From an optimization exercise on the open Yosys and OpenROAD flow, aimed at small area, a short achievable clock period and few clock cycles per item; shortcuts taken in it are not production practice.
Only simulation tests tie the RTL to the original design; equivalence was not proved.
No activity file was given, so power comes from the tool's default toggle rates.

File: flow/flow/run.sh
#!/bin/bash
# Layout: the standard flow (standard synthesis unchanged), with two
# changes to how the layout is optimised, not to what is measured:
# - the port buffers are the smallest buffer cell instead of the resizer's
#   default pick (a delay buffer); every input and output port still gets one
# - repair_timing aims for a setup slack of 14.5 ns at the design's 22 ns
#   clock, so that it sizes and buffers the critical paths (with the default
#   margin it does nothing, the design meets 22 ns with room to spare)
# ORFS's per-step logs stay under orfs/logs; make's own output goes to
# standard_flow.log in this folder.
set -euo pipefail
bash standard.sh 'BUFFER_PORTS_ARGS=-buffer_cell sky130_fd_sc_hd__buf_1' SETUP_SLACK_MARGIN=14.5 finish > standard_flow.log 2>&1
test -f out/final.def
File: flow/standard.sh
#!/bin/bash
# synth_recipe.tcl (not shown) runs the flow's synth.tcl, then flattens the netlist and writes it again
# the make line also repeats each setting of config.mk as NAME=value (left out here)
make -C /OpenROAD-flow-scripts/flow DESIGN_CONFIG=/design/flow/config.mk WORK_HOME=/design/flow/orfs CLKGATE_MAP_FILE= SYNTH_SCRIPT=/design/flow/synth_recipe.tcl "${@:-finish}"
File: flow/config.mk
export PLATFORM = sky130hd
export DESIGN_NAME = alu_top
export DESIGN_NICKNAME = alu_top
export VERILOG_FILES = /design/flow/design.v
export SDC_FILE = /design/flow/constraint.sdc
export NUM_CORES = 4
export LEC_CHECK = 0
export ABC_AREA = 1
export CAP_MARGIN = 60
export CORE_MARGIN = 2
export CORE_UTILIZATION = 40
export CTS_BUF_LIST = sky130_fd_sc_hd__clkbuf_8
export SLEW_MARGIN = 60
File: flow/constraint.sdc
create_clock -name core_clock -period 22.0 [get_ports {clk_i}]
set_input_delay 4.4000 -clock core_clock [delete_from_list [all_inputs] [get_ports {clk_i}]]
set_output_delay 4.4000 -clock core_clock [all_outputs]
set_load 0.01 [all_outputs]
File: flow/design.v
  localparam int unsigned XLEN    = 32;
  localparam int unsigned SHAMT_W = 5;
  localparam int unsigned CNT_W   = 6;
  localparam logic [4:0] ALU_ADD  = 5'd0;
  localparam logic [4:0] ALU_SUB  = 5'd1;
  localparam logic [4:0] ALU_XOR  = 5'd2;
  localparam logic [4:0] ALU_OR   = 5'd3;
  localparam logic [4:0] ALU_AND  = 5'd4;
  localparam logic [4:0] ALU_XNOR = 5'd5;
  localparam logic [4:0] ALU_ORN  = 5'd6;
  localparam logic [4:0] ALU_ANDN = 5'd7;
  localparam logic [4:0] ALU_SRA  = 5'd8;
  localparam logic [4:0] ALU_SRL  = 5'd9;
  localparam logic [4:0] ALU_SLL  = 5'd10;
  localparam logic [4:0] ALU_LT   = 5'd11;
  localparam logic [4:0] ALU_LTU  = 5'd12;
  localparam logic [4:0] ALU_GE   = 5'd13;
  localparam logic [4:0] ALU_GEU  = 5'd14;
  localparam logic [4:0] ALU_EQ   = 5'd15;
  localparam logic [4:0] ALU_NE   = 5'd16;
  localparam logic [4:0] ALU_SLT  = 5'd17;
  localparam logic [4:0] ALU_SLTU = 5'd18;
  localparam logic [4:0] ALU_MIN  = 5'd19;
  localparam logic [4:0] ALU_MINU = 5'd20;
  localparam logic [4:0] ALU_MAX  = 5'd21;
  localparam logic [4:0] ALU_MAXU = 5'd22;
  localparam logic [4:0] ALU_CLZ  = 5'd23;
  localparam logic [4:0] ALU_CTZ  = 5'd24;
  localparam logic [4:0] ALU_PCNT = 5'd25;
`timescale 1ns/1ps
`default_nettype none
module alu_core
(
  input  logic        hold_i,     
  input  logic [4:0]  op_i,
  input  logic [31:0] operand_a_i,
  input  logic [31:0] operand_b_i,
  output logic [31:0] res_o,
  output logic        cmp_result_o,
  output logic [1:0]  shamt_o,
  output logic        fill_o,
  output logic        rev_o,
  output logic        cnt_o
);
  localparam int unsigned XLEN    = 32;
  localparam int unsigned SHAMT_W = 5;
  localparam int unsigned CNT_W   = 6;
  localparam logic [4:0] ALU_ADD  = 5'd0;
  localparam logic [4:0] ALU_SUB  = 5'd1;
  localparam logic [4:0] ALU_XOR  = 5'd2;
  localparam logic [4:0] ALU_OR   = 5'd3;
  localparam logic [4:0] ALU_AND  = 5'd4;
  localparam logic [4:0] ALU_XNOR = 5'd5;
  localparam logic [4:0] ALU_ORN  = 5'd6;
  localparam logic [4:0] ALU_ANDN = 5'd7;
  localparam logic [4:0] ALU_SRA  = 5'd8;
  localparam logic [4:0] ALU_SRL  = 5'd9;
  localparam logic [4:0] ALU_SLL  = 5'd10;
  localparam logic [4:0] ALU_LT   = 5'd11;
  localparam logic [4:0] ALU_LTU  = 5'd12;
  localparam logic [4:0] ALU_GE   = 5'd13;
  localparam logic [4:0] ALU_GEU  = 5'd14;
  localparam logic [4:0] ALU_EQ   = 5'd15;
  localparam logic [4:0] ALU_NE   = 5'd16;
  localparam logic [4:0] ALU_SLT  = 5'd17;
  localparam logic [4:0] ALU_SLTU = 5'd18;
  localparam logic [4:0] ALU_MIN  = 5'd19;
  localparam logic [4:0] ALU_MINU = 5'd20;
  localparam logic [4:0] ALU_MAX  = 5'd21;
  localparam logic [4:0] ALU_MAXU = 5'd22;
  localparam logic [4:0] ALU_CLZ  = 5'd23;
  localparam logic [4:0] ALU_CTZ  = 5'd24;
  localparam logic [4:0] ALU_PCNT = 5'd25;
  logic        op_sub;       
  logic        op_invb;      
  logic        op_rev;       
  logic        op_shift;
  logic        op_add;
  logic [31:0] a, b, p, g;
  logic [31:0] sum;
  logic [32:0] c;
  logic        ltu, lt, eq, cmp;
  assign a = operand_a_i;
  assign b = operand_b_i;
  logic o0, o1, o2, o3, o4;
  assign {o4, o3, o2, o1, o0} = op_i;
  assign op_sub   = o4 | o3 | o2 | o1 | o0;
  assign op_invb  = o4 | o3 | (o0 & ~o1) | (o2 & (o1 | o0));
  assign op_rev   = (op_i == ALU_SLL) | (op_i == ALU_CLZ);
  assign op_add   = (op_i == ALU_ADD) | (op_i == ALU_SUB);
  assign op_shift = (op_i == ALU_SLL) | (op_i == ALU_SRL) | (op_i == ALU_SRA);
  logic [31:0] ab;
  assign ab = a ^ b;
  assign p  = ab ^ {32{op_invb}};
  assign g  = op_invb ? (a & ~b) : (a & b);
  logic [31:0] gg, pp;
  always_comb begin
    gg = g;
    pp = p;
    gg[0] = g[0] | (p[0] & op_sub);
    for (int l = 1; l <= 5; l++) begin
      for (int i = 0; i < 32; i++) begin
        if ((i + 1) % (1 << l) == 0) begin
          gg[i] = gg[i] | (pp[i] & gg[i - (1 << (l-1))]);
          pp[i] = pp[i] & pp[i - (1 << (l-1))];
        end
      end
    end
    for (int l = 4; l >= 1; l--) begin
      for (int i = 0; i < 32; i++) begin
        if ((i + 1) % (1 << l) == (1 << (l-1)) && i >= (1 << l)) begin
          gg[i] = gg[i] | (pp[i] & gg[i - (1 << (l-1))]);
        end
      end
    end
  end
  assign c   = {gg, op_sub};
  assign sum = p ^ (c[31:0] & {32{op_add}});
  assign ltu = ~c[32];
  assign lt  = (a[31] ^ b[31]) ? a[31] : ltu;
  assign eq  = &p;
  logic is_cmp, is_eq, is_ne, flip, lt_sel;
  assign is_cmp = (op_i >= ALU_LT) & (op_i <= ALU_MAXU);
  assign is_eq  = (op_i == ALU_EQ);
  assign is_ne  = (op_i == ALU_NE);
  assign flip   = o2 & (o1 | o0);
  assign lt_sel = o0 ? lt : ltu;
  assign cmp    = is_cmp & ((is_eq | is_ne) ? (eq ^ is_ne) : (lt_sel ^ flip));
  logic [31:0] a_rev, x, sh;
  logic [32:0] sh_ext;
  logic        fill;
  for (genvar k = 0; k < 32; k++) begin : gen_rev
    assign a_rev[k] = a[31-k];
  end
  assign x      = op_rev ? a_rev : a;
  assign fill   = (op_i == ALU_SRA) & a[31];
  assign sh_ext = $signed({fill, x}) >>> b[2:0];
  assign sh     = sh_ext[31:0];
  logic [15:0] v1;
  logic [15:0] z1;
  logic [7:0]  v2;
  logic [1:0]  z2 [8];
  logic [3:0]  v3;
  logic [2:0]  z3 [4];
  logic [1:0]  v4;
  logic [3:0]  z4 [2];
  logic        v5;
  logic [4:0]  z5;
  always_comb begin
    for (int i = 0; i < 16; i++) begin
      v1[i] = x[2*i] | x[2*i+1];
      z1[i] = ~x[2*i];
    end
    for (int i = 0; i < 8; i++) begin
      v2[i] = v1[2*i] | v1[2*i+1];
      z2[i] = v1[2*i] ? {1'b0, z1[2*i]} : {1'b1, z1[2*i+1]};
    end
    for (int i = 0; i < 4; i++) begin
      v3[i] = v2[2*i] | v2[2*i+1];
      z3[i] = v2[2*i] ? {1'b0, z2[2*i]} : {1'b1, z2[2*i+1]};
    end
    for (int i = 0; i < 2; i++) begin
      v4[i] = v3[2*i] | v3[2*i+1];
      z4[i] = v3[2*i] ? {1'b0, z3[2*i]} : {1'b1, z3[2*i+1]};
    end
    v5 = v4[0] | v4[1];
    z5 = v4[0] ? {1'b0, z4[0]} : {1'b1, z4[1]};
  end
  logic [3:0] pc [4];
  always_comb begin
    for (int k = 0; k < 4; k++) begin
      pc[k] = '0;
      for (int i = 0; i < 8; i++) pc[k] = pc[k] + 4'(a[8*k+i]);
    end
  end
  logic run;
  logic sel_t, sel_g, sel_mm, sel_sh, sel_cz, sel_pc, sel_cmp;
  assign run     = ~hold_i;
  assign sel_t   = run & ((op_i <= ALU_OR) | (op_i == ALU_XNOR) | (op_i == ALU_ORN));
  assign sel_g   = run & ((op_i == ALU_OR) | (op_i == ALU_AND) | (op_i == ALU_ORN) | (op_i == ALU_ANDN));
  assign sel_mm  = run & (op_i >= ALU_MIN) & (op_i <= ALU_MAXU);
  assign sel_sh  = run & op_shift;
  assign sel_cz  = run & ((op_i == ALU_CLZ) | (op_i == ALU_CTZ));
  assign sel_pc  = run & (op_i == ALU_PCNT);
  assign sel_cmp = run & (op_i >= ALU_LT) & (op_i <= ALU_SLTU);
  logic [5:0] cz;
  assign cz = v5 ? {1'b0, z5} : 6'd32;
  assign res_o = ({32{sel_t}} & sum)
               | ({32{sel_g}} & g)
               | ({32{sel_mm & cmp}} & a)
               | ({32{sel_mm & ~cmp}} & b)
               | ({32{sel_sh}} & sh)
               | ({32{sel_cz}} & {26'b0, cz})
               | ({32{sel_pc}} & {14'b0, pc[3], pc[2], pc[1], 2'b0, pc[0]})
               | {31'b0, sel_cmp & cmp};
  assign cmp_result_o = run & cmp;
  assign shamt_o      = sel_sh ? b[4:3] : 2'b00;
  assign fill_o       = run & fill;
  assign rev_o        = run & (op_i == ALU_SLL);
  assign cnt_o        = sel_cz | sel_pc;
endmodule
`default_nettype wire
`timescale 1ns/1ps
`default_nettype none
module alu_top
(
  input  logic        clk_i,
  input  logic        rst_n_i,
  input  logic        req_i,
  input  logic [4:0]  op_i,
  input  logic [31:0] operand_a_i,
  input  logic [31:0] operand_b_i,
  output logic        ack_o,
  output logic [31:0] result_o,
  output logic        cmp_result_o
);
  localparam int unsigned XLEN    = 32;
  localparam int unsigned SHAMT_W = 5;
  localparam int unsigned CNT_W   = 6;
  localparam logic [4:0] ALU_ADD  = 5'd0;
  localparam logic [4:0] ALU_SUB  = 5'd1;
  localparam logic [4:0] ALU_XOR  = 5'd2;
  localparam logic [4:0] ALU_OR   = 5'd3;
  localparam logic [4:0] ALU_AND  = 5'd4;
  localparam logic [4:0] ALU_XNOR = 5'd5;
  localparam logic [4:0] ALU_ORN  = 5'd6;
  localparam logic [4:0] ALU_ANDN = 5'd7;
  localparam logic [4:0] ALU_SRA  = 5'd8;
  localparam logic [4:0] ALU_SRL  = 5'd9;
  localparam logic [4:0] ALU_SLL  = 5'd10;
  localparam logic [4:0] ALU_LT   = 5'd11;
  localparam logic [4:0] ALU_LTU  = 5'd12;
  localparam logic [4:0] ALU_GE   = 5'd13;
  localparam logic [4:0] ALU_GEU  = 5'd14;
  localparam logic [4:0] ALU_EQ   = 5'd15;
  localparam logic [4:0] ALU_NE   = 5'd16;
  localparam logic [4:0] ALU_SLT  = 5'd17;
  localparam logic [4:0] ALU_SLTU = 5'd18;
  localparam logic [4:0] ALU_MIN  = 5'd19;
  localparam logic [4:0] ALU_MINU = 5'd20;
  localparam logic [4:0] ALU_MAX  = 5'd21;
  localparam logic [4:0] ALU_MAXU = 5'd22;
  localparam logic [4:0] ALU_CLZ  = 5'd23;
  localparam logic [4:0] ALU_CTZ  = 5'd24;
  localparam logic [4:0] ALU_PCNT = 5'd25;
  logic        ack_q;
  logic [31:0] res_d, res_q;
  logic        cmp_d, cmp_q;
  logic [1:0]  shamt_d, shamt_q;    
  logic        fill_d, fill_q;      
  logic        rev_d, rev_q;        
  logic        cnt_d, cnt_q;        
  always_ff @(posedge clk_i) begin
    if (!rst_n_i) begin
      ack_q <= 1'b0;
    end else begin
      ack_q <= req_i;
    end
  end
  always_ff @(posedge clk_i) begin
    res_q   <= res_d   | (res_q   & {32{ack_q}});
    cmp_q   <= cmp_d   | (cmp_q   & ack_q);
    shamt_q <= shamt_d | (shamt_q & {2{ack_q}});
    fill_q  <= fill_d  | (fill_q  & ack_q);
    rev_q   <= rev_d   | (rev_q   & ack_q);
    cnt_q   <= cnt_d   | (cnt_q   & ack_q);
  end
  alu_core u_core (
    .hold_i       (ack_q),
    .op_i         (op_i),
    .operand_a_i  (operand_a_i),
    .operand_b_i  (operand_b_i),
    .res_o        (res_d),
    .cmp_result_o (cmp_d),
    .shamt_o      (shamt_d),
    .fill_o       (fill_d),
    .rev_o        (rev_d),
    .cnt_o        (cnt_d)
  );
  logic [31:0] sh8, sh16, shr;
  logic [5:0]  cnt_sum;
  for (genvar k = 0; k < 32; k++) begin : gen_sh
    assign sh8[k]  = shamt_q[0] ? ((k + 8  < 32) ? res_q[(k + 8)  % 32] : fill_q) : res_q[k];
    assign sh16[k] = shamt_q[1] ? ((k + 16 < 32) ? sh8[(k + 16) % 32]   : fill_q) : sh8[k];
    assign shr[k]  = rev_q ? sh16[31-k] : sh16[k];
  end
  assign cnt_sum = res_q[5:0] + {2'b0, res_q[9:6]} + {2'b0, res_q[13:10]} + {2'b0, res_q[17:14]};
  assign ack_o        = ack_q;
  assign result_o     = cnt_q ? {26'b0, cnt_sum} : shr;
  assign cmp_result_o = cmp_q;
endmodule
`default_nettype wire
==> results of run 1 <==
state kept, by name, indices dropped and copies added, names as in the netlist, named ones only:
signal / cells
ack_q: 1
res_q: 32
shamt_q: 2
cnt_q: 1
metrics by stage:
step,power (mW),cells
finish,0.451,1847
global route,0.483,1847
CTS,0.437,1831
detailed placement,0.358,1820
global placement,0.353,1816
floorplan,0.274,1499
kinds of logic after synthesis:
logic type                 after synthesis  share of synthesized area
and+or+nand+nor                        749                      0.373
muxes                                    7                    0.00825
AOI/OAI and AO/OA                      319                      0.214
DFF                                     39                     0.0954
xor gates and xnor gates                93                      0.105
buffers and inverters                  250                      0.121
adders and majority gates               42                     0.0831
final timing paths:
kind / start / endpoint / slack, ns / cells past startpoint
setup / recovery: res_q[2] / result_o[5] / 14.56 / 12
hold / removal: res_q[22] / res_q[22] / 0.66 / 4
setup reg to reg: ack_q / res_q[0] / 19.20 / 10
hold reg to reg: res_q[22] / res_q[22] / 0.66 / 4
layer usage:
| metal | wire length [microns] | vias to the layer above | GRT usage |
|---|---|---|---|
| met4 | 1280 | 0 | 0.111 |
| li1 | - | 5033 | - |
| met3 | 3250 | 74 | 0.0424 |
| met2 | 15700 | 527 | 0.502 |
| met5 | 0 | - | 0 |
| met1 | 14200 | 4786 | 0.392 |
layout by cell type (no fill, tap or decap), drive strengths merged, types with 31 or more instances in the layout:
cell,count
a21oi,66
o21ai,169
nand2,423
xnor2,31
dfxtp,36
inv,172
xor2,62
nand3,126
nor2,159
buf,134
final cells by class:
class                   count  area, sq um  share of cell area
well taps                 275          344              0.0364
inverters                 175          668              0.0706
flip-flops and latches     39          825              0.0872
clock buffers               5         68.8             0.00728
repair buffers            139          734              0.0776
clock inverters             3         63.8             0.00675
multi-input cells        1211         6760               0.714
worst min-delay path, delay by kind of cell, from the launching register on:
family                 cells  cell delay (ns)
buffers and inverters      1             0.05
DFF                        1             0.35
and+or+nand+nor            3             0.21
where the power goes:
group	internal, mW	switching (mW)	total, mW
Clock	0.0450	0.0336	0.0787
Combinational	0.0963	0.173	0.270
Sequential	0.0825	0.0199	0.102
timing repair:
action | CTS | global route
cloned | 1 | 1
pin swaps | 2 | 10
resized for setup | 7 | 31
buffers inserted | 2 | 15
endpoints found under the hold margin | 0 | 0
setup endpoints to repair | 32 | 34
==> run notes, run 1 <==
- The flow ran to the end and the layout has no timing, DRC or antenna violations.
- The most common cell in the synthesized netlist is nand2_1.
- The setup path with the least slack is of type flop to primary output.
- The count of clock tree sinks is 39.
- The number of instances in the synthesized netlist is 1499.
- Between clock sinks in the finished design, the worst skew comes to 0.0113 ns.
- The actual slew at the worst max-slew pin is 0.625 ns.
- The number of different library cells in the post-synthesis netlist is 54.
- The net count reported at finish is 1685.
- The count of nets left with antenna violations once routing finished came out at 0.
- For this run, design rule violations remaining after detail routing come to 0.
- The headroom to the max-slew limit is 0.581.
- Relative to the synthesized area, the layout overhead comes to 11.4%.
- The setup TNS is 0 ns.
- The arrival time of the worst setup path is about 3.0 ns.
- The initial utilization of the core area, before any placement, comes to 0.405.
- The worst hold slack is 0.665 ns.
- From bottom edge to top edge, the die measures 150 microns.
- The deepest level of the CTS H-tree is 2.
- Setup repair after global routing left no endpoint under its margin.
- Of all flip-flops after synthesis, the portion carrying an async set or reset was 0.
- The highest fanout seen on the critical path is 3.
- The synthesized area divided by synthesized cell count is 5.67 sq um.
- Pin placement for this block handled roughly 110 I/O pins.
- The register area share after synthesis is 0.0954.
- Dividing the detail-routed wire length by the instance count gives around 19 microns.
- The first detailed-routing pass took 6 iterations.
- The die footprint is 22400 sq um.
- The placer congestion estimate is ~0.95.
- The total cell area at the placement stage is 9050 sq um.
- For this design the static power due to leakage is around 4.2 nW.
- Across all setup checks in the final design, the least slack found is about 15 ns.
- The category of cells accounting for the largest share of critical-path delay is adder cells.
- The clock slew seen by the registers of the worst setup and hold paths is 0.09 ns.
- For this run, the number of Yosys warnings is 6.
- The clock insertion delay at the later pin of the skew report is 0.32 ns.
- The launching element type of the critical path is a flop.
- The placement-stage worst setup slack is 13.88 ns.
- The top-area cell type share of the netlist area is 0.183.
- 0 antenna diodes ended up in the layout.
- The clock root buffer is clkbuf_8.
- The worst hold path class is flop to flop.
- Port buffering added 105 buffers.
- Dividing the detail-routed via count by the number of cells gives 5.64.
- Entering global routing, the biggest net connects 65 pins.
- The number of buffers created by CTS is 5.
- The kind of capture point of the worst setup path is a primary output.
- The number of design-rule violations left by the first detailed-router iteration is 1044.
- For this design the ratio of total power to cell area is roughly 48 nW/um^2.
- Yosys attributes the largest share of cell area to nand2_1 18%, o21ai_0 9.8%, dfxtp_1 8.5%.
- The synthesized design contains 3 enable-type register cells.
- The mapped cell area is around 8500 sq um.
- Max-cap violations in this run came to 0.
- The final-report setup violation count is 0.
- The slowest stage of the critical path is the dfxtp_1 cell.
- The total detailed-routing wirelength is 34500 microns.
- For this run, the share of the core covered by cells in the final layout is 0.451.
- The design area is 9460 sq um.
- Traced cell by cell, the critical path runs through fa_1, fa_1, inv_1, fa_2, inv_2, nand2_2, nand2_2, a21oi_2, xnor2_1, nand2_1, o21ai_1, buf_2.
- The data required time of the worst path is 17.60 ns.
- The share of the clock period used by the worst path after layout is 0.338.
- The net count after synthesis is 1613.
- The hold violation count in the final report is 0.
- The number of pins exceeding their max-slew limit in the final report is 0.
- The commonest register cell after synthesis is dfxtp_1.
- Row generation in the floorplan step produced 53 rows.
- The routed layout has 10420 vias.
- The detailed-placement wirelength estimate is 26500 microns.
- Together, buffers and inverters on the worst path number 3.
- The top cell type by total area after synthesis is nand2_1.
- Global routing finished with a remaining overflow of 0.
- The initial antenna violation count was 0.
- No sink is reached through more buffers than the 2 on the longest clock path.
- The number of synthesized register bits is 39.
- The first global-routing pass estimated 51500 microns of wire.
- The via count of the first global-routing pass is slightly above 9000.
- In the synthesized netlist, the cells that appear most often are 414 x nand2_1, 167 x o21ai_0, 154 x inv_1, 154 x nor2_1, 124 x nand3_1.
- For the finished layout, the period the worst path requires is roughly 7.4 ns.
- The filler cells instantiated in the layout total 2342.
- The global router's overall resource usage is 0.300.
- Of the cells placed in the final design, the portion with a size suffix greater than 1 is 0.0827.
- The clock tree from TritonCTS is yes.
- For this run, the slowest stage of the critical path takes 0.57 ns.
- VDD sags by at most 0.0254 mV.
- The achievable frequency is 134 MHz.
- The core region is 21000 sq um.
- After clock tree synthesis, the flow added hold-fix buffers numbering 0.
- The horizontal die dimension is 150 microns.
Testbench counts, summed over its fixed seeds: cycles 9,600, items 4,800.
==> inputs of run 2 (changes only) <==
--- a/flow/design.v
+++ b/flow/design.v
@@ -39,8 +39,7 @@
   output logic        cmp_result_o,
   output logic [1:0]  shamt_o,
   output logic        fill_o,
-  output logic        rev_o,
-  output logic        cnt_o
+  output logic        rev_o
 );
   localparam int unsigned XLEN    = 32;
   localparam int unsigned SHAMT_W = 5;
@@ -166,13 +165,6 @@
     v5 = v4[0] | v4[1];
     z5 = v4[0] ? {1'b0, z4[0]} : {1'b1, z4[1]};
   end
-  logic [3:0] pc [4];
-  always_comb begin
-    for (int k = 0; k < 4; k++) begin
-      pc[k] = '0;
-      for (int i = 0; i < 8; i++) pc[k] = pc[k] + 4'(a[8*k+i]);
-    end
-  end
   logic run;
   logic sel_t, sel_g, sel_mm, sel_sh, sel_cz, sel_pc, sel_cmp;
   assign run     = ~hold_i;
@@ -187,17 +179,15 @@
   assign cz = v5 ? {1'b0, z5} : 6'd32;
   assign res_o = ({32{sel_t}} & sum)
                | ({32{sel_g}} & g)
-               | ({32{sel_mm & cmp}} & a)
+               | ({32{(sel_mm & cmp) | sel_pc}} & a)
                | ({32{sel_mm & ~cmp}} & b)
                | ({32{sel_sh}} & sh)
                | ({32{sel_cz}} & {26'b0, cz})
-               | ({32{sel_pc}} & {14'b0, pc[3], pc[2], pc[1], 2'b0, pc[0]})
                | {31'b0, sel_cmp & cmp};
   assign cmp_result_o = run & cmp;
   assign shamt_o      = sel_sh ? b[4:3] : 2'b00;
   assign fill_o       = run & fill;
   assign rev_o        = run & (op_i == ALU_SLL);
-  assign cnt_o        = sel_cz | sel_pc;
 endmodule
 `default_nettype wire
 `timescale 1ns/1ps
@@ -249,24 +239,32 @@
   logic [1:0]  shamt_d, shamt_q;    
   logic        fill_d, fill_q;      
   logic        rev_d, rev_q;        
-  logic        cnt_d, cnt_q;        
+  logic        busy_q;              
+  logic        start_pc;            
+  logic [5:0]  pc;
+  assign start_pc = req_i & ~ack_q & ~busy_q & (op_i == ALU_PCNT);
   always_ff @(posedge clk_i) begin
     if (!rst_n_i) begin
-      ack_q <= 1'b0;
+      ack_q  <= 1'b0;
+      busy_q <= 1'b0;
     end else begin
-      ack_q <= req_i;
-    end
+      ack_q  <= req_i & ~start_pc;
+      busy_q <= start_pc;
+    end
+  end
+  always_comb begin
+    pc = '0;
+    for (int i = 0; i < 32; i++) pc = pc + 6'(res_q[i]);
   end
   always_ff @(posedge clk_i) begin
-    res_q   <= res_d   | (res_q   & {32{ack_q}});
+    res_q   <= res_d   | (res_q   & {32{ack_q}}) | ({26'b0, pc} & {32{busy_q}});
     cmp_q   <= cmp_d   | (cmp_q   & ack_q);
     shamt_q <= shamt_d | (shamt_q & {2{ack_q}});
     fill_q  <= fill_d  | (fill_q  & ack_q);
     rev_q   <= rev_d   | (rev_q   & ack_q);
-    cnt_q   <= cnt_d   | (cnt_q   & ack_q);
   end
   alu_core u_core (
-    .hold_i       (ack_q),
+    .hold_i       (ack_q | busy_q),
     .op_i         (op_i),
     .operand_a_i  (operand_a_i),
     .operand_b_i  (operand_b_i),
@@ -274,19 +272,16 @@
     .cmp_result_o (cmp_d),
     .shamt_o      (shamt_d),
     .fill_o       (fill_d),
-    .rev_o        (rev_d),
-    .cnt_o        (cnt_d)
+    .rev_o        (rev_d)
   );
   logic [31:0] sh8, sh16, shr;
-  logic [5:0]  cnt_sum;
   for (genvar k = 0; k < 32; k++) begin : gen_sh
     assign sh8[k]  = shamt_q[0] ? ((k + 8  < 32) ? res_q[(k + 8)  % 32] : fill_q) : res_q[k];
     assign sh16[k] = shamt_q[1] ? ((k + 16 < 32) ? sh8[(k + 16) % 32]   : fill_q) : sh8[k];
     assign shr[k]  = rev_q ? sh16[31-k] : sh16[k];
   end
-  assign cnt_sum = res_q[5:0] + {2'b0, res_q[9:6]} + {2'b0, res_q[13:10]} + {2'b0, res_q[17:14]};
   assign ack_o        = ack_q;
-  assign result_o     = cnt_q ? {26'b0, cnt_sum} : shr;
+  assign result_o     = shr;
   assign cmp_result_o = cmp_q;
 endmodule
 `default_nettype wire
--- a/flow/config.mk
+++ b/flow/config.mk
@@ -6,8 +6,8 @@
 export NUM_CORES = 4
 export LEC_CHECK = 0
 export ABC_AREA = 1
-export CAP_MARGIN = 60
+export CAP_MARGIN = 20
 export CORE_MARGIN = 2
 export CORE_UTILIZATION = 40
 export CTS_BUF_LIST = sky130_fd_sc_hd__clkbuf_8
-export SLEW_MARGIN = 60
+export SLEW_MARGIN = 20
==> run 2 against run 1 <==
Worst hold slack got worse by 0.19 ns. Routed wire length fell by 0.49%. Total power rose by 71%. Sequential cell count did not move. Setup slack improved by 0.17 ns. Register-to-register slack got worse by 2.6 ns. Combinational power rose by 130%. First-iteration DRC count rose by 5.8%. Highest routed layer unchanged.
==> run notes, run 2 <==
- The deepest level of the CTS H-tree is 2 (unchanged).
- The highest fanout seen on the critical path is 32 (was 3).
- The sum of overflow across all layers after global routing is 0 (unchanged).
- The share of final-layout standard cells stronger than drive strength 1 is 0.0583 (was 0.0827).
- The number of filler instances in the final layout is 2237 (was 2342).
- The initial antenna violation count is 0 (unchanged).
- The global router's overall resource usage is 0.300 (about the same).
- The hold violation count in the final report is 0 (unchanged).
- The max-cap check violation count came to 0 (unchanged).
- The placement-stage worst setup slack came to 13.39 ns (was 13.88 ns).
- Top Registers: res_q: 32 flops, shamt_q: 2 flops (unchanged).
- The setup TNS is 0 ns (unchanged).
- The share of the clock period used by the worst path after layout is 0.330 (was 0.338).
- The net count after synthesis was 1547 (was 1613).
- The data required time of the worst path came to 22.18 ns (was 17.60 ns).
- The largest net degree at the start of global routing was 39 (was 65).
- The minimum clock period is 7.26 ns (was 7.44 ns).
- The leading cell type in the layout, fill and taps excluded is nand2_1 (unchanged).
- The category of cells accounting for the largest share of critical-path delay is simple AND/OR/NAND/NOR gates (was adder cells).
- The register area share after synthesis is 0.0970 (was 0.0954).
- Critical path, cell by cell: clkbuf_2, nand2_1, nor2_1, nand3_4, nand2_8, o21ai_0, nor2b_1, nand2_1, o21ai_0, nand2_1, o211ai_1, o21ai_0, a211oi_2, nand4_1 (was fa_1, fa_1, inv_1, fa_2, inv_2, nand2_2, nand2_2, a21oi_2, xnor2_1, nand2_1, o21ai_1, buf_2).
- The number of vias per cell is 5.64 (about the same).
- The DRC violation count after routing came to 0 (unchanged).
- The most common cell in the synthesized netlist is nand2_1 (unchanged).
- The die footprint is 21300 sq um (was 22400 sq um).
- The largest register by flop count is res_q (unchanged).
- The highest cell delay on the worst timing path was 0.34 ns (was 0.57 ns).
- The slowest stage cell on the critical path was o21ai_0 (was dfxtp_1).
- The cts-stage hold buffer count came to 0 (unchanged).
- The final-report setup violation count is 0 (unchanged).
- The number of different library cells in the post-synthesis netlist is 56 (was 54).
- The count of buffers inserted at the top-level ports is 105 (unchanged).
- The horizontal die dimension is 146 microns (was 150 microns).
- The kind of capture point of the worst setup path was a flop (was primary output).
- The top cell type by total area after synthesis is nand2_1 (unchanged).
- The number of instances in the synthesized netlist was 1444 (was 1499).
- The worst hold path class is flop to flop (unchanged).
- Result of the run: timing/DRC/antenna clean (unchanged).
- The total inserted antenna cells came to 0 (unchanged).
- The number of buffers created by CTS is 5 (unchanged).
- The launching element type of the critical path was a primary input (was flop).
- The number of synthesized register bits came to 39 (unchanged).
- The wire length of the first global-routing pass is 50000 microns (was 51500 microns).
- The mapped cell area is 8050 sq um (was 8490 sq um).
- The path type of the worst setup path is primary input to flop (was flop to primary output).
- The synthesized area divided by synthesized cell count was 5.58 sq um (was 5.67 sq um).
- The detailed-placement wirelength estimate is 25200 microns (was 26500 microns).
- The total leakage power came to 3.97 nW (was 4.20 nW).
- The per-cell routed wire length is 19.3 microns (was 18.7 microns).
- The number of design-rule violations left by the first detailed-router iteration came to 1105 (was 1044).
- The layout overhead on the synthesized area came to 11.0% (was 11.4%).
- The net count reported at finish is 1612 (was 1685).
- The worst IR drop on VDD came to 0.181 mV (was 0.0254 mV).
- The number of synthesis warnings came to 5 (was 6).
- The worst clock skew on the final layout was 0.0161 ns (was 0.0113 ns).
- The number of nets with antenna violations after routing came to 0 (unchanged).
- The number of stages on the worst hold path is 2 (was 4).
- The headroom to the max-slew limit is 0.318 (was 0.581).
- The total number of vias is 10017 (was 10420).
- The via count of the first global-routing pass is 8804 (was 9292).
- The clock root buffer is clkbuf_8 (unchanged).
- The arrival time of the worst setup path was 7.45 ns (was 3.04 ns).
- The site row count was 51 (was 53).
- Cell types with the largest area share after synthesis: nand2_1 21%, o21ai_0 12%, dfxtp_1 9.7% (was nand2_1 18%, o21ai_0 9.8%, dfxtp_1 8.5%).
- The worst path buffer plus inverter count is 1 (was 3).
- The top-area cell type share of the netlist area is 0.214 (was 0.183).
- The total detailed-routing wirelength is 34300 microns (was 34500 microns).
- The number of flip-flops under the largest register name is 32 (unchanged).
- The cell area power density came to 86.1 nW/um^2 (was 47.6 nW/um^2).
- The first-pass iteration count of the detailed router came to 8 (was 6).
- The achievable frequency is 138 MHz (was 134 MHz).
- Leading cell types by count after synthesis: 460 x nand2_1, 187 x o21ai_0, 172 x inv_1 (was 414 x nand2_1, 167 x o21ai_0, 154 x inv_1, 154 x nor2_1, 124 x nand3_1).
- The clock tree from TritonCTS is yes (unchanged).
- The clock slew seen by the registers of the worst setup and hold paths is 0.08 ns (was 0.09 ns).
- Leading cell types in the layout, fill and taps excluded: 455 x nand2_1, 184 x o21ai_0, 172 x inv_1 (was 410 x nand2_1, 161 x o21ai_0, 151 x nor2_1).
- The number of pins exceeding their max-slew limit in the final report is 0 (unchanged).
- The number of buffers on the longest clock path is 2 (unchanged).
- The worst setup slack after layout is 14.74 ns (was 14.56 ns).
- The commonest register cell after synthesis is dfxtp_1 (unchanged).
- The placer congestion estimate was 0.964 (was 0.953).
- The logic depth of the worst path, buffers included was 14 (was 12).
- The actual slew at the worst max-slew pin is 1.02 ns (was 0.625 ns).
- The total I/O pin count was 106 (unchanged).
- The number of synthesized flops with an enable pin is 0 (was 3).
- The logic depth of the worst register-to-register path was 17 (was 10).
- The die height is 146 microns (was 150 microns).
- The clock insertion delay at the later pin of the skew report was 0.32 ns (about the same).
- Unrepaired setup endpoints after global routing: false (unchanged).
- The count of clock tree sinks came to 39 (unchanged).
- The effective utilization at floorplan is 0.411 (was 0.405).
- The area of the core is 19600 sq um (was 21000 sq um).
- The async set or reset register ratio after synthesis came to 0 (unchanged).
-- run 2: layout make-up --
type | count | area (sq um) | share of cell area
flip-flops and latches | 39 | 781 | 0.0874
clock buffers | 5 | 68.8 | 0.00770
multi-input cells | 1162 | 6450 | 0.722
inverters | 177 | 671 | 0.0751
clock inverters | 3 | 16.3 | 0.00182
repair buffers | 123 | 611 | 0.0683
well taps | 265 | 332 | 0.0371
repair inverters | 1 | 5.00 | 0.000560
-- run 2: layer usage --
| layer | GRT usage | vias to the layer above | wire [microns] |
|---|---|---|---|
| met5 | 0 | - | 0 |
| met4 | 0.0902 | 0 | 1290 |
| met2 | 0.500 | 580 | 15600 |
| met1 | 0.389 | 4507 | 13600 |
| met3 | 0.0652 | 81 | 3810 |
| li1 | - | 4849 | - |
-- run 2: timing repair --
| action | CTS | global route |
|---|---|---|
| setup endpoints to repair | 33 | 33 |
| resized for setup | 14 | 25 |
| pin swaps | 3 | 5 |
| buffers inserted | 2 | 4 |
| cloned | 3 | 4 |
-- run 2: power breakdown --
group          internal, mW  switching (mW)  total [mW]
Combinational         0.219           0.397       0.616
Clock                0.0219          0.0323      0.0541
Sequential           0.0815          0.0175      0.0990
Total                 0.322           0.447       0.769
-- run 2: path summary, 6_finish.rpt --
check / end / start / slack (ns)
max: res_q[0] / op_i[0] / 14.74
min: cmp_q / cmp_q / 0.47
min reg2reg: cmp_q / cmp_q / 0.47
max reg2reg: res_q[4] / res_q[25] / 16.61
-- run 2: worst register-to-register path, stage by stage, from the launching register on --
cell and delay (ns):
dfxtp_1 0.41, inv_1 0.17, fa_1 0.51, fa_1 0.51
inv_1 0.05, fa_1 0.49, inv_1 0.06, fa_1 0.52
fa_1 0.43, fa_1 0.49, inv_1 0.06, ha_1 0.22
fa_1 0.46, a31oi_1 0.38, or3b_2 0.19, o2111ai_1 0.09
nor3_1 0.16, nand3_1 0.09
-- run 2: cell families after synthesis --
group           count (synthesis)  synth area share
buf+inv                       248             0.127
fa+ha+maj                      31            0.0706
xor+xnor                       82            0.0948
mux                             7           0.00886
flops                          39            0.0970
simple gates                  710             0.375
compound gates                327             0.227
-- run 2: metrics by stage --
| step | hold WS (ns) | utilization | cell area, sq um | std cells | power [mW] |
|---|---|---|---|---|---|
| CTS | 0.482 | 0.445 | 8710 | 1767 | 0.751 |
| detailed placement | 0.460 | 0.434 | 8500 | 1754 | 0.688 |
| global route | 0.522 | 0.456 | 8930 | 1775 | 0.850 |
| global placement | 0.469 | 0.434 | 8500 | 1754 | 0.683 |
| finish | 0.471 | 0.456 | 8930 | 1775 | 0.769 |
| floorplan | 0.450 | - | 8050 | 1444 | 0.474 |
Testbench counts of run 2, summed over its fixed seeds: cycles 9,778, items 4,800.
==> inputs of run 3 (changes only) <==
--- a/flow/design.v
+++ b/flow/design.v
@@ -29,6 +29,84 @@
   localparam logic [4:0] ALU_PCNT = 5'd25;
 `timescale 1ns/1ps
 `default_nettype none
+module alu_bitcount
+(
+  input  logic [31:0] x_i,
+  output logic [5:0]  count_o
+);
+  logic t1, t2, t3, t4, t5, t6, t7, t8, t9, t10, t11, t12, t13, t14, t15, t16, t17, t18, t19, t20, t21, t22, t23, t24, t25, t26, t27, t28, t29, t30, t31, t32, t33, t34, t35, t36, t37, t38, t39, t40, t41, t42, t43, t44, t45, t46, t47, t48, t49, t50, t51, t52, t53, t54, t55, t56, t57, t58, t59, t60, t61, t62;
+  assign t1 = x_i[0] ^ x_i[1] ^ x_i[2];
+  assign t2 = (x_i[0] & x_i[1]) | (x_i[0] & x_i[2]) | (x_i[1] & x_i[2]);
+  assign t3 = x_i[3] ^ x_i[4] ^ x_i[5];
+  assign t4 = (x_i[3] & x_i[4]) | (x_i[3] & x_i[5]) | (x_i[4] & x_i[5]);
+  assign t5 = x_i[6] ^ x_i[7] ^ x_i[8];
+  assign t6 = (x_i[6] & x_i[7]) | (x_i[6] & x_i[8]) | (x_i[7] & x_i[8]);
+  assign t7 = x_i[9] ^ x_i[10] ^ x_i[11];
+  assign t8 = (x_i[9] & x_i[10]) | (x_i[9] & x_i[11]) | (x_i[10] & x_i[11]);
+  assign t9 = x_i[12] ^ x_i[13] ^ x_i[14];
+  assign t10 = (x_i[12] & x_i[13]) | (x_i[12] & x_i[14]) | (x_i[13] & x_i[14]);
+  assign t11 = x_i[15] ^ x_i[16] ^ x_i[17];
+  assign t12 = (x_i[15] & x_i[16]) | (x_i[15] & x_i[17]) | (x_i[16] & x_i[17]);
+  assign t13 = x_i[18] ^ x_i[19] ^ x_i[20];
+  assign t14 = (x_i[18] & x_i[19]) | (x_i[18] & x_i[20]) | (x_i[19] & x_i[20]);
+  assign t15 = x_i[21] ^ x_i[22] ^ x_i[23];
+  assign t16 = (x_i[21] & x_i[22]) | (x_i[21] & x_i[23]) | (x_i[22] & x_i[23]);
+  assign t17 = x_i[24] ^ x_i[25] ^ x_i[26];
+  assign t18 = (x_i[24] & x_i[25]) | (x_i[24] & x_i[26]) | (x_i[25] & x_i[26]);
+  assign t19 = x_i[27] ^ x_i[28] ^ x_i[29];
+  assign t20 = (x_i[27] & x_i[28]) | (x_i[27] & x_i[29]) | (x_i[28] & x_i[29]);
+  assign t21 = x_i[30] ^ x_i[31] ^ t1;
+  assign t22 = (x_i[30] & x_i[31]) | (x_i[30] & t1) | (x_i[31] & t1);
+  assign t23 = t3 ^ t5 ^ t7;
+  assign t24 = (t3 & t5) | (t3 & t7) | (t5 & t7);
+  assign t25 = t9 ^ t11 ^ t13;
+  assign t26 = (t9 & t11) | (t9 & t13) | (t11 & t13);
+  assign t27 = t15 ^ t17 ^ t19;
+  assign t28 = (t15 & t17) | (t15 & t19) | (t17 & t19);
+  assign t29 = t21 ^ t23 ^ t25;
+  assign t30 = (t21 & t23) | (t21 & t25) | (t23 & t25);
+  assign t31 = t27 ^ t29;
+  assign t32 = t27 & t29;
+  assign count_o[0] = t31;
+  assign t33 = t2 ^ t4 ^ t6;
+  assign t34 = (t2 & t4) | (t2 & t6) | (t4 & t6);
+  assign t35 = t8 ^ t10 ^ t12;
+  assign t36 = (t8 & t10) | (t8 & t12) | (t10 & t12);
+  assign t37 = t14 ^ t16 ^ t18;
+  assign t38 = (t14 & t16) | (t14 & t18) | (t16 & t18);
+  assign t39 = t20 ^ t22 ^ t24;
+  assign t40 = (t20 & t22) | (t20 & t24) | (t22 & t24);
+  assign t41 = t26 ^ t28 ^ t30;
+  assign t42 = (t26 & t28) | (t26 & t30) | (t28 & t30);
+  assign t43 = t32 ^ t33 ^ t35;
+  assign t44 = (t32 & t33) | (t32 & t35) | (t33 & t35);
+  assign t45 = t37 ^ t39 ^ t41;
+  assign t46 = (t37 & t39) | (t37 & t41) | (t39 & t41);
+  assign t47 = t43 ^ t45;
+  assign t48 = t43 & t45;
+  assign count_o[1] = t47;
+  assign t49 = t34 ^ t36 ^ t38;
+  assign t50 = (t34 & t36) | (t34 & t38) | (t36 & t38);
+  assign t51 = t40 ^ t42 ^ t44;
+  assign t52 = (t40 & t42) | (t40 & t44) | (t42 & t44);
+  assign t53 = t46 ^ t48 ^ t49;
+  assign t54 = (t46 & t48) | (t46 & t49) | (t48 & t49);
+  assign t55 = t51 ^ t53;
+  assign t56 = t51 & t53;
+  assign count_o[2] = t55;
+  assign t57 = t50 ^ t52 ^ t54;
+  assign t58 = (t50 & t52) | (t50 & t54) | (t52 & t54);
+  assign t59 = t56 ^ t57;
+  assign t60 = t56 & t57;
+  assign count_o[3] = t59;
+  assign t61 = t58 ^ t60;
+  assign t62 = t58 & t60;
+  assign count_o[4] = t61;
+  assign count_o[5] = t62;
+endmodule
+`default_nettype wire
+`timescale 1ns/1ps
+`default_nettype none
 module alu_core
 (
   input  logic        hold_i,     
@@ -252,10 +330,10 @@
       busy_q <= start_pc;
     end
   end
-  always_comb begin
-    pc = '0;
-    for (int i = 0; i < 32; i++) pc = pc + 6'(res_q[i]);
-  end
+  alu_bitcount u_pcnt (
+    .x_i     (res_q),
+    .count_o (pc)
+  );
   always_ff @(posedge clk_i) begin
     res_q   <= res_d   | (res_q   & {32{ack_q}}) | ({26'b0, pc} & {32{busy_q}});
     cmp_q   <= cmp_d   | (cmp_q   & ack_q);
==> run 3 against run 2 <==
Still clean. Die area down 1.9%. Fmax up 1.1%. Sequential cell count unchanged. Sequential share of layout area up 0.36 points. Combinational power down 32%. Register-to-register slack better by 0.18 ns. First-iteration DRC count down 23%. Critical path type unchanged. Largest power group unchanged.
==> run notes, run 3 <==
- The number of flip-flops under the largest register name is 32 (unchanged).
- The number of instances in the synthesized netlist came to 1420 (was 1444).
- The largest register by flop count is res_q (unchanged).
- The path type of the worst setup path is primary input to flop (unchanged).
- The register area share after synthesis is 0.0989 (was 0.0970).
- Critical path, cell by cell: buf_1, nand2_1, nor2_1, nand3_1, nand2_2, clkbuf_8, nand2_1, o21ai_1, nand2_1, nor3_2, nand2_1, nor2_1, nand2_1, nor2_1, nor3_1, nor3_1, nand3_1 (was clkbuf_2, nand2_1, nor2_1, nand3_4, nand2_8, o21ai_0, nor2b_1, nand2_1, o21ai_0, nand2_1, o211ai_1, o21ai_0, a211oi_2, nand4_1).
- The mapped cell area was 7890 sq um (was 8050 sq um).
- The part of the power in combinational logic is 0.733 (was 0.801).
- The achievable frequency was 139 MHz (was 138 MHz).
- The count of clock tree sinks came to 39 (unchanged).
- The detailed-placement wirelength estimate is 23800 microns (was 25200 microns).
- The number of nets with antenna violations after routing is 0 (unchanged).
- The wire length of the first global-routing pass was 46000 microns (was 50000 microns).
- The highest cell delay on the worst timing path came to 0.34 ns (about the same).
- The launching element type of the critical path is a primary input (unchanged).
- The highest fanout seen on the critical path is 64 (was 32).
- The total I/O pin count is 106 (unchanged).
- The most common cell in the synthesized netlist is nand2_1 (unchanged).
- The max-cap check violation count was 0 (unchanged).
- The share of the clock period used by the worst path after layout is 0.326 (was 0.330).
- The placer congestion estimate is 0.956 (was 0.964).
- The total number of vias was 9494 (was 10017).
- The headroom to the max-slew limit is 0.345 (was 0.318).
- The total leakage power is 3.73 nW (was 3.97 nW).
- The number of design-rule violations left by the first detailed-router iteration is 851 (was 1105).
- The arrival time of the worst setup path came to 7.38 ns (was 7.45 ns).
- Result of the run: timing/DRC/antenna clean (unchanged).
- The hold violation count in the final report is 0 (unchanged).
- The actual slew at the worst max-slew pin is 0.976 ns (was 1.02 ns).
- The count of buffers inserted at the top-level ports was 105 (unchanged).
- The total power after layout was 0.568 mW (was 0.769 mW).
- The clock network fraction of total power is 0.098 (was 0.070).
- The setup TNS came to 0 ns (unchanged).
- The clock slew seen by the registers of the worst setup and hold paths was 0.09 ns (was 0.08 ns).
- The global router's overall resource usage is 0.289 (was 0.300).
- The sum of overflow across all layers after global routing is 0 (unchanged).
- Counting stages on the worst path, the most repeated cell is nand2_1.
- The sequential share of power was 0.169 (was 0.129).
- The clock tree from TritonCTS is yes (unchanged).
- The first-pass iteration count of the detailed router is 6 (was 8).
- The number of buffers created by CTS is 5 (unchanged).
- The category of cells accounting for the largest share of critical-path delay is simple AND/OR/NAND/NOR gates (unchanged).
- The kind of capture point of the worst setup path is a flop (unchanged).
- The horizontal die dimension is 144 microns (was 146 microns).
- The synthesized area divided by synthesized cell count was 5.56 sq um (was 5.58 sq um).
- The top cell type by total area after synthesis is nand2_1 (unchanged).
- The clock insertion delay at the later pin of the skew report came to 0.32 ns (about the same).
- The layout overhead on the synthesized area is 8.70% (was 11.0%).
- The DRC violation count after routing is 0 (unchanged).
- The logic depth of the worst register-to-register path is 18 (was 17).
- The total inserted antenna cells is 0 (unchanged).
- The commonest register cell after synthesis is dfxtp_1 (unchanged).
- The number of stages on the worst hold path is 2 (unchanged).
- Cell types with the largest area share after synthesis: nand2_1 21%, o21ai_0 12%, dfxtp_1 9.9% (was nand2_1 21%, o21ai_0 12%, dfxtp_1 9.7%).
- The slowest stage cell on the critical path is clkbuf_8 (was o21ai_0).
- The worst clock skew on the final layout is 0.0151 ns (was 0.0161 ns).
- The async set or reset register ratio after synthesis is 0 (unchanged).
- The total detailed-routing wirelength was 30700 microns (was 34300 microns).
- The final-report setup violation count is 0 (unchanged).
- The data required time of the worst path was 22.20 ns (was 22.18 ns).
- The number of buffers on the longest clock path is 2 (unchanged).
- The initial antenna violation count is 0 (unchanged).
- The share of final-layout standard cells stronger than drive strength 1 was 0.0372 (was 0.0583).
- The effective utilization at floorplan is 0.407 (was 0.411).
- The number of synthesized flops with an enable pin was 0 (unchanged).
- The deepest level of the CTS H-tree came to 2 (unchanged).
- The leading cell type in the layout, fill and taps excluded is nand2_1 (unchanged).
- The clock root buffer is clkbuf_8 (unchanged).
- The cell area power density is 66.2 nW/um^2 (was 86.1 nW/um^2).
- The minimum clock period is 7.18 ns (was 7.26 ns).
- The number of vias per cell was 5.45 (was 5.64).
- The net switching power came to 0.301 mW (was 0.447 mW).
- The via count of the first global-routing pass is 8412 (was 8804).
- The top-area cell type share of the netlist area is 0.213 (was 0.214).
- The multi-input logic area came to 6150 sq um (was 6450 sq um).
- The share of total power consumed by net switching is 0.530 (was 0.582).
- The site row count was 51 (unchanged).
- Unrepaired setup endpoints after global routing: false (unchanged).
- The area taken by flip-flops and latches is 781 sq um (unchanged).
- The number of pins exceeding their max-slew limit in the final report came to 0 (unchanged).
- The worst IR drop on VDD came to 0.0607 mV (was 0.181 mV).
- Leading cell types by count after synthesis: 447 x nand2_1, 189 x o21ai_0, 170 x inv_1 (was 460 x nand2_1, 187 x o21ai_0, 172 x inv_1).
- The number of different library cells in the post-synthesis netlist came to 50 (was 56).
- The area of the core was 19400 sq um (was 19600 sq um).
- The die footprint is 20900 sq um (was 21300 sq um).
- The cts-stage hold buffer count was 0 (unchanged).
- The per-cell routed wire length was 17.6 microns (was 19.3 microns).
- The largest net degree at the start of global routing came to 65 (was 39).
- The logic depth of the worst path, buffers included is 17 (was 14).
- The number of filler instances in the final layout is 2227 (was 2237).
- The worst hold path class is flop to flop (unchanged).
- The internal portion of total power is 0.267 mW (was 0.322 mW).
- Top Registers: res_q: 32 flops, shamt_q: 2 flops (unchanged).
- The net count reported at finish is 1580 (was 1612).
- The worst path buffer plus inverter count was 2 (was 1).
- The net count after synthesis is 1523 (was 1547).
- The number of synthesis warnings is 5 (unchanged).
- The number of synthesized register bits was 39 (unchanged).
- The die height is 144 microns (was 146 microns).
- Leading cell types in the layout, fill and taps excluded: 447 x nand2_1, 183 x o21ai_0, 170 x inv_1 (was 455 x nand2_1, 184 x o21ai_0, 172 x inv_1).
[run 3: cell types whose count changed after synthesis, moves of 9 or more]
cell,previous run,this run
xor2_1,34,43
nor2_1,79,93
nand3_1,99,79
or2_2,12,3
nand2_1,460,447
[run 3: kinds of logic (layout without fill, tap and decap cells)]
kind of cell,after synthesis,after routing,synth area share
and+or+nand+nor,682,683,0.360
AOI/OAI and AO/OA,329,329,0.229
buffers and inverters,246,302,0.130
xor gates and xnor gates,88,88,0.102
DFF,39,39,0.0989
adders and majority gates,31,31,0.0739
muxes,5,5,0.00634
[run 3: path summary, 6_finish.rpt]
check | from | endpoint | slack (ns)
worst max-delay path | op_i[0] | res_q[1] | 14.82
worst min-delay path | cmp_q | cmp_q | 0.48
worst max register to register | res_q[12] | res_q[4] | 16.79
worst min register to register | cmp_q | cmp_q | 0.48
[run 3: area by class of cell]
type	instances	area share
inverters	175	0.0766
repair buffers	120	0.0666
flip-flops and latches	39	0.0910
clock inverters	1	0.000583
clock buffers	6	0.00963
well taps	265	0.0386
multi-input cells	1136	0.717
[run 3: power by group through the flow]
| stage | sequential, mW | combinational (mW) | clock (mW) |
|---|---|---|---|
| after global placement | 0.0970 | 0.399 | 0 |
| after floorplan | 0.0896 | 0.273 | 0 |
| final | 0.0959 | 0.416 | 0.0558 |
| after CTS | 0.0952 | 0.411 | 0.0562 |
| after global routing | 0.0965 | 0.479 | 0.0572 |
| after detailed placement | 0.0969 | 0.405 | 0 |
[run 3: worst min-delay path: stages (launching register included)]
cell and delay [ns]:
dfxtp_1 0.34, nand2_1 0.05, o21ai_0 0.06
[run 3: per-layer routing]
layer	GRT usage	vias up	part of all wire
met5	0	-	0
met4	0.103	0	0.035
met3	0.0421	61	0.082
met2	0.470	397	0.45
met1	0.390	4328	0.43
li1	-	4708	-
[run 3: timing repair]
item | 4_1_cts | 5_1_grt
gates cloned | 0 | 2
endpoints found under the setup margin | 31 | 32
setup buffers | 0 | 1
pin swaps | 0 | 2
gates resized for setup | 5 | 15
[run 3: through the flow]
| stage | utilization | instance area [sq um] | instances | worst slack, ns | hold slack [ns] |
|---|---|---|---|---|---|
| 2_1_floorplan | - | 7890 | 1420 | 15.27 | 0.450 |
| 3_3_place_gp | 0.432 | 8370 | 1732 | 13.89 | 0.448 |
| 3_5_place_dp | 0.432 | 8370 | 1732 | 13.77 | 0.466 |
| 4_1_cts | 0.437 | 8480 | 1739 | 14.55 | 0.488 |
| 5_1_grt | 0.442 | 8580 | 1742 | 14.51 | 0.570 |
| 6_report | 0.442 | 8580 | 1742 | 14.82 | 0.479 |
Testbench counts of run 3, summed over its fixed seeds: cycles 9,778, items 4,800.
==> inputs of run 4 (changes only) <==
--- a/flow/design.v
+++ b/flow/design.v
@@ -211,7 +211,7 @@
   end
   assign x      = op_rev ? a_rev : a;
   assign fill   = (op_i == ALU_SRA) & a[31];
-  assign sh_ext = $signed({fill, x}) >>> b[2:0];
+  assign sh_ext = $signed({fill, x}) >>> (b[2:0] & {3{op_shift}});
   assign sh     = sh_ext[31:0];
   logic [15:0] v1;
   logic [15:0] z1;
@@ -257,9 +257,8 @@
   assign cz = v5 ? {1'b0, z5} : 6'd32;
   assign res_o = ({32{sel_t}} & sum)
                | ({32{sel_g}} & g)
-               | ({32{(sel_mm & cmp) | sel_pc}} & a)
                | ({32{sel_mm & ~cmp}} & b)
-               | ({32{sel_sh}} & sh)
+               | ({32{sel_sh | sel_pc | (sel_mm & cmp)}} & sh)
                | ({32{sel_cz}} & {26'b0, cz})
                | {31'b0, sel_cmp & cmp};
   assign cmp_result_o = run & cmp;
==> run 4 against run 3 <==
Clock-buffer cell count unchanged. Clock power grew 23%. Synthesized cell count decreased by 2.4%. Highest routed layer unchanged. Final cell count shrank 1.3%. Largest cell class unchanged. Clock skew down 0.0087 ns. Still clean. Routed wire length rose by 1.6%. Combinational power decreased by 5.3%. Sequential share of layout area shrank 0.091 points.
==> run notes, run 4 <==
- The number of buffers created by CTS is 5 (unchanged).
- The share of the clock period used by the worst path after layout came to 0.327 (was 0.326).
- The number of buffers on the longest clock path came to 2 (unchanged).
- The most common cell in the synthesized netlist is nand2_1 (unchanged).
- The final-report setup violation count is 0 (unchanged).
- The max-cap check violation count is 0 (unchanged).
- The launching element type of the critical path was a primary input (unchanged).
- The wire length of the first global-routing pass is 45700 microns (was 46000 microns).
- The top-area cell type share of the netlist area is 0.194 (was 0.213).
- The largest net degree at the start of global routing came to 65 (unchanged).
- The count of buffers inserted at the top-level ports is 105 (unchanged).
- The clock slew seen by the registers of the worst setup and hold paths came to 0.09 ns (about the same).
- The via count of the first global-routing pass is 8343 (was 8412).
- The commonest register cell after synthesis was dfxtp_1 (unchanged).
- Leading cell types by count after synthesis: 402 x nand2_1, 213 x o21ai_0, 180 x inv_1 (was 447 x nand2_1, 189 x o21ai_0, 170 x inv_1).
- The effective utilization at floorplan is 0.404 (was 0.407).
- The actual slew at the worst max-slew pin came to 1.04 ns (was 0.976 ns).
- Top Registers: res_q: 32 flops, shamt_q: 2 flops (unchanged).
- The first-pass iteration count of the detailed router is 5 (was 6).
- The clock tree from TritonCTS is yes (unchanged).
- The worst hold slack is 0.468 ns (was 0.479 ns).
- The layout overhead on the synthesized area was 11.2% (was 8.70%).
- The number of different library cells in the post-synthesis netlist is 49 (was 50).
- The number of synthesized register bits is 39 (unchanged).
- The register area share after synthesis was 0.100 (was 0.0989).
- The worst clock skew on the final layout is 0.00636 ns (was 0.0151 ns).
- The hold violation count in the final report is 0 (unchanged).
- The number of nets with antenna violations after routing is 0 (unchanged).
- The DRC violation count after routing is 0 (unchanged).
- The total number of vias is 9451 (was 9494).
- The worst hold path class is flop to flop (unchanged).
- The total leakage power is 3.79 nW (was 3.73 nW).
- The mapped cell area was 7790 sq um (was 7890 sq um).
- The number of synthesis warnings is 5 (unchanged).
- The leading cell type in the layout, fill and taps excluded is nand2_1 (unchanged).
- The site row count is 51 (unchanged).
- The net count after synthesis was 1489 (was 1523).
- The clock insertion delay at the later pin of the skew report is 0.31 ns (was 0.32 ns).
- The arrival time of the worst setup path is 7.40 ns (was 7.38 ns).
- The per-cell routed wire length is 18.2 microns (was 17.6 microns).
- The die footprint was 20600 sq um (was 20900 sq um).
- The detailed-placement wirelength estimate is 23500 microns (was 23800 microns).
- The largest register by flop count is res_q (unchanged).
- The clock root buffer is clkbuf_8 (unchanged).
- The number of flip-flops under the largest register name is 32 (unchanged).
- The top cell type by total area after synthesis was nand2_1 (unchanged).
- Cell types with the largest area share after synthesis: nand2_1 19%, o21ai_0 14%, dfxtp_1 10% (was nand2_1 21%, o21ai_0 12%, dfxtp_1 9.9%).
- The sum of overflow across all layers after global routing is 0 (unchanged).
- Leading cell types in the layout, fill and taps excluded: 401 x nand2_1, 213 x o21ai_0, 179 x inv_1 (was 447 x nand2_1, 183 x o21ai_0, 170 x inv_1).
- The data required time of the worst path came to 22.21 ns (was 22.20 ns).
- The synthesized area divided by synthesized cell count is 5.62 sq um (was 5.56 sq um).
- The horizontal die dimension came to 144 microns (about the same).
- Unrepaired setup endpoints after global routing: false (unchanged).
- The number of synthesized flops with an enable pin is 0 (unchanged).
- The global router's overall resource usage was 0.287 (was 0.289).
- The count of clock tree sinks is 39 (unchanged).
- The headroom to the max-slew limit is 0.306 (was 0.345).
- The placer congestion estimate is 0.960 (was 0.956).
- The net count reported at finish came to 1556 (was 1580).
- Result of the run: timing/DRC/antenna clean (unchanged).
- The deepest level of the CTS H-tree is 2 (unchanged).
- The kind of capture point of the worst setup path is a flop (unchanged).
- The number of filler instances in the final layout is 2202 (was 2227).
- The number of design-rule violations left by the first detailed-router iteration was 861 (was 851).
- The area of the core is 19300 sq um (was 19400 sq um).
- The number of instances in the synthesized netlist is 1386 (was 1420).
- The minimum clock period was 7.19 ns (was 7.18 ns).
- The number of vias per cell is 5.50 (was 5.45).
- The die height is 144 microns (about the same).
- The number of pins exceeding their max-slew limit in the final report came to 0 (unchanged).
- The achievable frequency is 139 MHz (about the same).
- The cell area power density is 64.6 nW/um^2 (was 66.2 nW/um^2).
- The total I/O pin count is 106 (unchanged).
- The highest fanout seen on the critical path came to 15 (was 64).
- The worst IR drop on VDD was 0.0803 mV (was 0.0607 mV).
- The path type of the worst setup path is primary input to flop (unchanged).
- The async set or reset register ratio after synthesis is 0 (unchanged).
- The setup TNS was 0 ns (unchanged).
- The total inserted antenna cells is 0 (unchanged).
- The initial antenna violation count is 0 (unchanged).
- The cts-stage hold buffer count is 0 (unchanged).
- The total detailed-routing wirelength is 31200 microns (was 30700 microns).
- The share of final-layout standard cells stronger than drive strength 1 is 0.0475 (was 0.0372).
run 4: power by group:
part	switching [mW]	total, mW	leakage, nW	internal (mW)
combinational	0.239	0.394	3.40	0.154
sequential	0.0154	0.0970	0.324	0.0816
clock	0.0320	0.0688	0.0612	0.0368
total	0.287	0.559	3.79	0.273
run 4: worst max-delay path: stages:
cell and delay (ns):
clkbuf_2 0.19, nor2_4 0.15, nand2_2 0.12, nor2_8 0.21, buf_16 0.20, nand2_1 0.08
nand3_1 0.12, nand2_1 0.13, nor2_1 0.11, nand2_1 0.06, nand2_1 0.13, nand2_1 0.07
nand2_1 0.12, nand2_1 0.08, nand2_2 0.09, nand2_1 0.06, nand2_1 0.09, nand2_1 0.06
nand2_1 0.05, nand2_1 0.04, nand2_1 0.17, nand2_4 0.08, inv_4 0.14, nor2_4 0.05
buf_12 0.17, a21oi_1 0.13, nand2_1 0.06
run 4: cells by family after synthesis:
| family | after synthesis | share of synthesized area |
|---|---|---|
| xor+xnor | 87 | 0.101 |
| fa+ha+maj | 31 | 0.0748 |
| mux | 12 | 0.0154 |
| flops | 39 | 0.100 |
| compound gates | 340 | 0.237 |
| buf+inv | 255 | 0.134 |
| simple gates | 622 | 0.337 |
run 4: timing repair:
item | 4_1_cts | 5_1_grt
cloned | 0 | 7
endpoints found under the setup margin | 32 | 35
gates resized for setup | 6 | 22
pin swaps | 0 | 6
setup buffers | 0 | 4
run 4: metal layers:
| layer | routed length [microns] | GRT usage |
|---|---|---|
| met2 | 14200 | 0.467 |
| met4 | 958 | 0.0810 |
| met5 | 0 | 0 |
| met1 | 13400 | 0.398 |
| met3 | 2750 | 0.0363 |
run 4: cell type report:
cell class	instances	area [sq um]	share of cell area
sequential	39	781	0.0901
inverter	190	723	0.0835
clock buffer	6	82.6	0.00953
multi-input combinational	1096	6090	0.703
tap	265	332	0.0383
timing repair buffer	120	616	0.0710
timing repair inverter	1	7.51	0.000866
clock inverter	2	35.0	0.00404
run 4: path summary, 6_finish.rpt:
kind | from | to | slack [ns] | depth (start not counted)
setup / recovery | op_i[4] | res_q[19] | 14.81 | 27
hold / removal | cmp_q | cmp_q | 0.47 | 2
setup reg to reg | res_q[9] | res_q[4] | 16.63 | 15
hold reg to reg | cmp_q | cmp_q | 0.47 | 2
run 4: through the flow:
stage	worst slack [ns]	instances	instance area (sq um)	util	power, mW
6_report	14.81	1719	8670	0.450	0.559
5_1_grt	14.49	1719	8670	0.450	0.622
4_1_cts	14.49	1708	8420	0.437	0.546
3_5_place_dp	13.55	1700	8280	0.429	0.475
3_3_place_gp	13.65	1700	8280	0.429	0.475
2_1_floorplan	15.28	1386	7790	-	0.360
Testbench counts of run 4, summed over its fixed seeds: cycles 9,778, items 4,800.

-- static timing again, ports no longer ideal --
No port has a modelled driver above. Below, the same layouts with a new extraction and two added sets of constraints. Step 1: set_driving_cell puts a clkbuf_16 on clk_i and a buf_2 on each other input, an assumption about the parent block. Step 2 also shifts input and output timing later by t, the mid clock arrival at the registers, as if the neighbouring blocks saw the same clock. Three values: ideal ports, drivers, drivers and shift; two values: the first two.
run | t (ns) | slack for setup (ns) | worst setup path after step 2 | worst slew at a driven data input, ns
run 1 | 0.360 | 14.564 / 14.524 / 14.322 | input to register | 0.04
run 2 | 0.350 | 14.738 / 14.751 / 14.402 | input to register | 0.05
run 3 | 0.349 | 14.821 / 14.835 / 14.486 | input to register | 0.04
run 4 | 0.350 | 14.813 / 14.779 / 14.478 | input to register | 0.04
After both steps setup and hold are still met in every run listed. For run 2, which loses most, drivers alone change the setup slack by +0.013 ns; drivers and shift together by -0.336 ns.
